This is an optimization exercise on Yosys and OpenROAD, whose aim is small area, not a production implementation.
The RTL was checked by simulation tests, not by an equivalence proof against the original design.
Power figures rest on the tool's default switching activity, not on a simulated workload.

// unflatten_stream
module unflatten_stream #(
  parameter int DATA_W = cnn_pkg::DATA_W,
  parameter int COLS   = cnn_pkg::COLS,
  parameter int ROWS   = cnn_pkg::ROWS
) (
  input  logic                     clk,
  input  logic                     rst_n,
  input  logic                     start,
  input  logic                     in_valid,
  output logic                     in_ready,
  input  logic signed [DATA_W-1:0] in_data,
  input  logic                     in_last,
  output logic [COLS*ROWS*DATA_W-1:0] grid_out,
  output logic                     frame_valid,
  input  logic                     frame_ack,
  output logic                     busy,
  output logic                     len_err
);
  localparam int N  = COLS * ROWS;
  localparam int GW = N * DATA_W;
  logic fill_q;    
  logic hold_q;    
  logic accept;
  logic clear;
  logic last_idx;
  logic final_elem;
  assign in_ready    = fill_q;
  assign busy        = fill_q;
  assign frame_valid = hold_q;
  assign accept     = in_valid & fill_q;
  assign clear      = start & (~hold_q | frame_ack);
  assign final_elem = last_idx & ~start & (N != 1);
  grid_index_counter #(
    .N (N)
  ) u_index (
    .clk      (clk),
    .clear    (clear),
    .advance  (accept),
    .last_idx (last_idx)
  );
  always_ff @(posedge clk or negedge rst_n) begin
    if (!rst_n) begin
      fill_q  <= 1'b0;
      hold_q  <= 1'b0;
  ...
==> flow/config.mk <==
export PLATFORM = sky130hd
export DESIGN_NAME = unflatten_stream
export DESIGN_NICKNAME = unflatten_stream
export VERILOG_FILES = /design/flow/design.v
export SDC_FILE = /design/flow/constraint.sdc
export NUM_CORES = 4
export LEC_CHECK = 0
export CAP_MARGIN = 20
export CORE_AREA = 5 5 715 715
export DIE_AREA = 0 0 720 720
export PLACE_DENSITY = 0.8
export SLEW_MARGIN = 20
==> flow/constraint.sdc <==
create_clock -name core_clock -period 5.0 [get_ports {clk}]
set_input_delay 1.0000 -clock core_clock [delete_from_list [all_inputs] [get_ports {clk}]]
set_output_delay 1.0000 -clock core_clock [all_outputs]
set_load 0.01 [all_outputs]
standard.sh (not shown) runs the stock make flow with config.mk's settings and CLKGATE_MAP_FILE= SYNTH_SCRIPT=/design/flow/synth_recipe.tcl, a recipe that flattens the netlist after the stock synthesis.
==> flow/flow/run.sh <==
#!/bin/bash
# Standard layout, with the port buffers made from the smallest buffer cell and a clock
# tree of clkbuf_4 sink clusters without dummy loads.
set -euo pipefail
bash standard.sh \
  BUFFER_PORTS_ARGS="-buffer_cell sky130_fd_sc_hd__buf_1" \
  CTS_ARGS="-sink_clustering_enable -repair_clock_nets -dont_use_dummy_load -buf_list {sky130_fd_sc_hd__clkbuf_4 sky130_fd_sc_hd__clkbuf_8} -sink_clustering_buffer sky130_fd_sc_hd__clkbuf_4 -sink_clustering_size 10 -sink_clustering_max_diameter 35" \
  finish > standard.log 2>&1
Change:
==> flow/run.sh (new file) <==
#!/bin/bash
# synth_recipe.tcl (not shown) runs the flow's synth.tcl, then flattens the netlist and writes it again
# the make line also repeats each setting of config.mk as NAME=value (left out here)
make -C /OpenROAD-flow-scripts/flow DESIGN_CONFIG=/design/flow/config.mk WORK_HOME=/design/flow/orfs CLKGATE_MAP_FILE= SYNTH_SCRIPT=/design/flow/synth_recipe.tcl finish
PLACE_DENSITY = not set   (was 0.8)
removed: flow/flow/run.sh
removed: flow/standard.sh
=> Sequential cell count does not change; routed wire length climbs by 1.1%; power rose by 28%; worst setup slack loses 0.40 ns; fmax came out lower by 12%; non-clock buffer count drops by 10; final cell count is higher by 0.64%; die area does not change; count of clock-buffer cells in the layout shrinks by 63; critical path depth is unchanged.
Change:
==> flow/flow/run.sh (new file) <==
#!/bin/bash
# Standard layout, with the port buffers made from the smallest buffer cell and a clock
# tree of clkbuf_8 sink clusters without dummy loads.
set -euo pipefail
bash standard.sh \
  BUFFER_PORTS_ARGS="-buffer_cell sky130_fd_sc_hd__buf_1" \
  CTS_ARGS="-sink_clustering_enable -repair_clock_nets -dont_use_dummy_load -buf_list sky130_fd_sc_hd__clkbuf_8 -sink_clustering_size 17 -sink_clustering_max_diameter 100" \
  finish > standard.log 2>&1
==> flow/standard.sh (new file) <==
#!/bin/bash
# synth_recipe.tcl (not shown) runs the flow's synth.tcl, then flattens the netlist and writes it again
# the make line also repeats each setting of config.mk as NAME=value (left out here)
make -C /OpenROAD-flow-scripts/flow DESIGN_CONFIG=/design/flow/config.mk WORK_HOME=/design/flow/orfs CLKGATE_MAP_FILE= SYNTH_SCRIPT=/design/flow/synth_recipe.tcl "${@:-finish}"
CORE_AREA = 5 5 595 595   (was 5 5 715 715)
DIE_AREA = 0 0 600 600   (was 0 0 720 720)
PLACE_DENSITY = 0.8   (was not set)
removed: flow/run.sh
The changed run completed without violations; register-to-register slack gains 0.14 ns; area after synthesis does not change; via count increases slightly; total power decreases by a quarter to a third; combinational power decreases by a quarter to a third; worst setup slack gains 0.33 ns; hold slack loses 0.077 ns.
Change:
==> flow/flow/run.sh (replaced) <==
#!/bin/bash
# Standard layout, with the port buffers made from the smallest buffer cell and a clock
# tree of clkbuf_8 sink clusters without dummy loads.
set -euo pipefail
bash standard.sh \
  BUFFER_PORTS_ARGS="-buffer_cell sky130_fd_sc_hd__buf_1" \
  CTS_ARGS="-sink_clustering_enable -repair_clock_nets -dont_use_dummy_load -buf_list sky130_fd_sc_hd__clkbuf_8 -sink_clustering_size 20 -sink_clustering_max_diameter 45" \
  finish > standard.log 2>&1
CORE_AREA = 5 5 715 715   (was 5 5 595 595)
DIE_AREA = 0 0 720 720   (was 0 0 600 600)
PLACE_DENSITY = 0.9   (was 0.8)
What happened: Power came out higher by about 5.5%; critical path depth is unchanged; global-route usage shrinks by 2.5 points.
Change:
==> flow/flow/run.sh (replaced) <==
#!/bin/bash
# Standard layout, with the port buffers made from the smallest buffer cell and a clock
# tree of clkbuf_4 sink clusters without dummy loads.
set -euo pipefail
bash standard.sh \
  BUFFER_PORTS_ARGS="-buffer_cell sky130_fd_sc_hd__buf_1" \
  CTS_ARGS="-sink_clustering_enable -repair_clock_nets -dont_use_dummy_load -buf_list \"sky130_fd_sc_hd__clkbuf_4 sky130_fd_sc_hd__clkbuf_8\" -sink_clustering_buffer sky130_fd_sc_hd__clkbuf_4 -sink_clustering_size 10 -sink_clustering_max_diameter 35" \
  finish > standard.log 2>&1
PLACE_DENSITY = 0.8   (was 0.9)
After rerunning:
- The new run failed in clock tree synthesis (4_1_cts)
- synthesized area stays the same
- synthesized cell count is unchanged


run 1:
Starting RTL as in the previous note.
==> flow/config.mk <==
export PLATFORM = sky130hd
export DESIGN_NAME = unflatten_stream
export DESIGN_NICKNAME = unflatten_stream
export VERILOG_FILES = /design/flow/design.v
export SDC_FILE = /design/flow/constraint.sdc
export NUM_CORES = 4
export LEC_CHECK = 0
export CAP_MARGIN = 20
export CORE_AREA = 5 5 715 715
export DIE_AREA = 0 0 720 720
export PLACE_DENSITY = 0.95
export SLEW_MARGIN = 20
==> flow/constraint.sdc <==
create_clock -name core_clock -period 5.0 [get_ports {clk}]
set_input_delay 1.0000 -clock core_clock [delete_from_list [all_inputs] [get_ports {clk}]]
set_output_delay 1.0000 -clock core_clock [all_outputs]
set_load 0.01 [all_outputs]
==> flow/flow/run.sh <==
#!/bin/bash
# Standard layout, with the port buffers made from the smallest buffer cell and a clock
# tree of clkbuf_8 sink clusters without dummy loads.
set -euo pipefail
bash standard.sh \
  BUFFER_PORTS_ARGS="-buffer_cell sky130_fd_sc_hd__buf_1" \
  CTS_ARGS="-sink_clustering_enable -repair_clock_nets -dont_use_dummy_load -buf_list sky130_fd_sc_hd__clkbuf_8 -sink_clustering_size 18 -sink_clustering_max_diameter 100" \
  finish > standard.log 2>&1
## Diff of input files: run 2 against run 1
# run 1
export LEC_CHECK = 0
export CAP_MARGIN = 20
export CORE_AREA = 5 5 715 715
export DIE_AREA = 0 0 720 720
export PLACE_DENSITY = 0.95
export SLEW_MARGIN = 20
create_clock -name core_clock -period 5.0 [get_ports {clk}]
# run 2
export LEC_CHECK = 0
export CAP_MARGIN = 20
export CORE_AREA = 5 5 515 515
export DIE_AREA = 0 0 520 520
export PLACE_DENSITY = 0.8
export SLEW_MARGIN = 20
create_clock -name core_clock -period 5.0 [get_ports {clk}]
==> flow/flow/run.sh <==
#!/bin/bash
# Standard layout, with the port buffers made from the smallest buffer cell and a clock
# tree of clkbuf_8 sink clusters without dummy loads.
set -euo pipefail
bash standard.sh \
  BUFFER_PORTS_ARGS="-buffer_cell sky130_fd_sc_hd__buf_1" \
  CTS_ARGS="-sink_clustering_enable -repair_clock_nets -dont_use_dummy_load -buf_list sky130_fd_sc_hd__clkbuf_8 -sink_clustering_size 17 -sink_clustering_max_diameter 100" \
  finish > standard.log 2>&1
Findings:
What ended run 2 was a tool error in I/O pin placement; the run never finished.
In terms of number of synthesized register bits, run 2 and run 1 differ only marginally.
Re share of the synthesized area in compound gates (AO/OA/AOI/OAI): no difference whatsoever between run 2 and run 1.
From run 1 to run 2 the numbers moved as follows: distinct cell type count of the synthesized netlist about even; width of the chip fell about 28%; summed instance area of the synthesized netlist about even; starting density of the core rose 11 points; cell count after synthesis about even.
Input-level comparison between run 3 and run 2:
# run 2
export LEC_CHECK = 0
export CAP_MARGIN = 20
export CORE_AREA = 5 5 515 515
export DIE_AREA = 0 0 520 520
export PLACE_DENSITY = 0.8
export SLEW_MARGIN = 20
create_clock -name core_clock -period 5.0 [get_ports {clk}]
# run 3
export LEC_CHECK = 0
export CAP_MARGIN = 20
export CORE_AREA = 5 5 715 715
export DIE_AREA = 0 0 720 720
export PLACE_DENSITY = 0.8
export SLEW_MARGIN = 20
create_clock -name core_clock -period 5.0 [get_ports {clk}]
==> flow/flow/run.sh <==
#!/bin/bash
# Standard layout, with the port buffers made from the smallest buffer cell and a clock
# tree of clkbuf_8 sink clusters without dummy loads.
set -euo pipefail
bash standard.sh \
  BUFFER_PORTS_ARGS="-buffer_cell sky130_fd_sc_hd__buf_1" \
  CTS_ARGS="-sink_clustering_enable -repair_clock_nets -dont_use_dummy_load -buf_list sky130_fd_sc_hd__clkbuf_8 -sink_clustering_size 18 -sink_clustering_max_diameter 80" \
  finish > standard.log 2>&1
==> comparison <==
In summary, run 3 completed successfully, with a layout that passed the timing, design-rule and antenna checks.
[compare] base=run 2 new=run 3: summed instance area of the synthesized netlist neither gained nor lost much, chip height picked up an extra 38%, xor-xnor portion of the synthesized cell area stayed essentially flat, synthesized cell count stayed essentially flat, mean post-synth cell area saw little to no change.
On number of cell rows, the higher figure sits with run 3, not run 2.
As far as post-synthesis sequential element count is concerned, run 2 and run 3 perform about the same.
Changes observed in run 3 relative to run 2: adder-cell share of the synthesized area level; starting density of the core went down.
In the tables for run 2 and run 3, width of the die reads lower with run 2.
Post-synth net total came out exactly the same in run 2 and run 3.
> inputs changed (run 3 -> run 4)
# run 3
export LEC_CHECK = 0
export CAP_MARGIN = 20
export CORE_AREA = 5 5 715 715
export DIE_AREA = 0 0 720 720
export PLACE_DENSITY = 0.8
export SLEW_MARGIN = 20
create_clock -name core_clock -period 5.0 [get_ports {clk}]
# run 4
export LEC_CHECK = 0
export CAP_MARGIN = 20
export CORE_AREA = 5 5 715 715
export CTS_BUF_LIST = sky130_fd_sc_hd__clkbuf_8
export CTS_CLUSTER_DIAMETER = 50
export CTS_CLUSTER_SIZE = 18
export DIE_AREA = 0 0 720 720
export PLACE_DENSITY = 0.8
export SLEW_MARGIN = 20
create_clock -name core_clock -period 5.0 [get_ports {clk}]
==> flow/flow/run.sh <==
#!/bin/bash
# Standard layout, with the port buffers made from the smallest buffer cell.
set -euo pipefail
bash standard.sh BUFFER_PORTS_ARGS="-buffer_cell sky130_fd_sc_hd__buf_1" finish > standard.log 2>&1
[summary]
Against run 3, run 4 reports a area added between synthesis and finish that is higher. Compared with run 3, in run 4 final cell count now larger; clock buffer instance count of the final layout now larger; number of maximum-capacitance violations comparable.

## port drivers added, routing unchanged
Ports are ideal in the flow. The routed layouts listed here were re-timed in OpenROAD. Step 1, drivers: a clkbuf_16 drives clk and a buf_2 each remaining input, both assumed. Step 2 times the ports against the registers' clock, not the clock port: input delays grow and output delays shrink by t, the midpoint of the rising clock arrivals with the driver on. Three values: ideal ports, drivers, drivers and shift; two values: the first two.
run	t (ns)	slack for setup (ns)	worst hold slack (ns)	clock arrival spread, ns	cell pins on the clock port's net
the first run of note 1	0.998	1.949 / 1.869 / 1.846	0.275 / 0.355 / 0.355	0.134 / 0.134	1
the second run of note 1	0.934	1.544 / 1.463 / 1.331	0.326 / 0.276 / 0.412	0.061 / 0.061	1
the third run of note 1	0.930	1.877 / 1.804 / 1.851	0.249 / 0.202 / 0.407	0.123 / 0.123	1
the fourth run of note 1	0.998	1.967 / 1.887 / 1.821	0.226 / 0.357 / 0.378	0.176 / 0.176	1
run 1	0.978	1.734 / 1.659 / 1.452	0.236 / 0.192 / 0.406	0.137 / 0.136	1
run 3	0.960	1.903 / 1.823 / 1.889	0.272 / 0.215 / 0.393	0.129 / 0.129	1
run 4	1.015	1.897 / 1.817 / 1.873	0.237 / 0.379 / 0.408	0.090 / 0.091	1
After both steps every run listed still meets setup and hold. The setup slack of run 1, which loses most, moves by -0.075 ns with the drivers and by -0.282 ns with both steps.
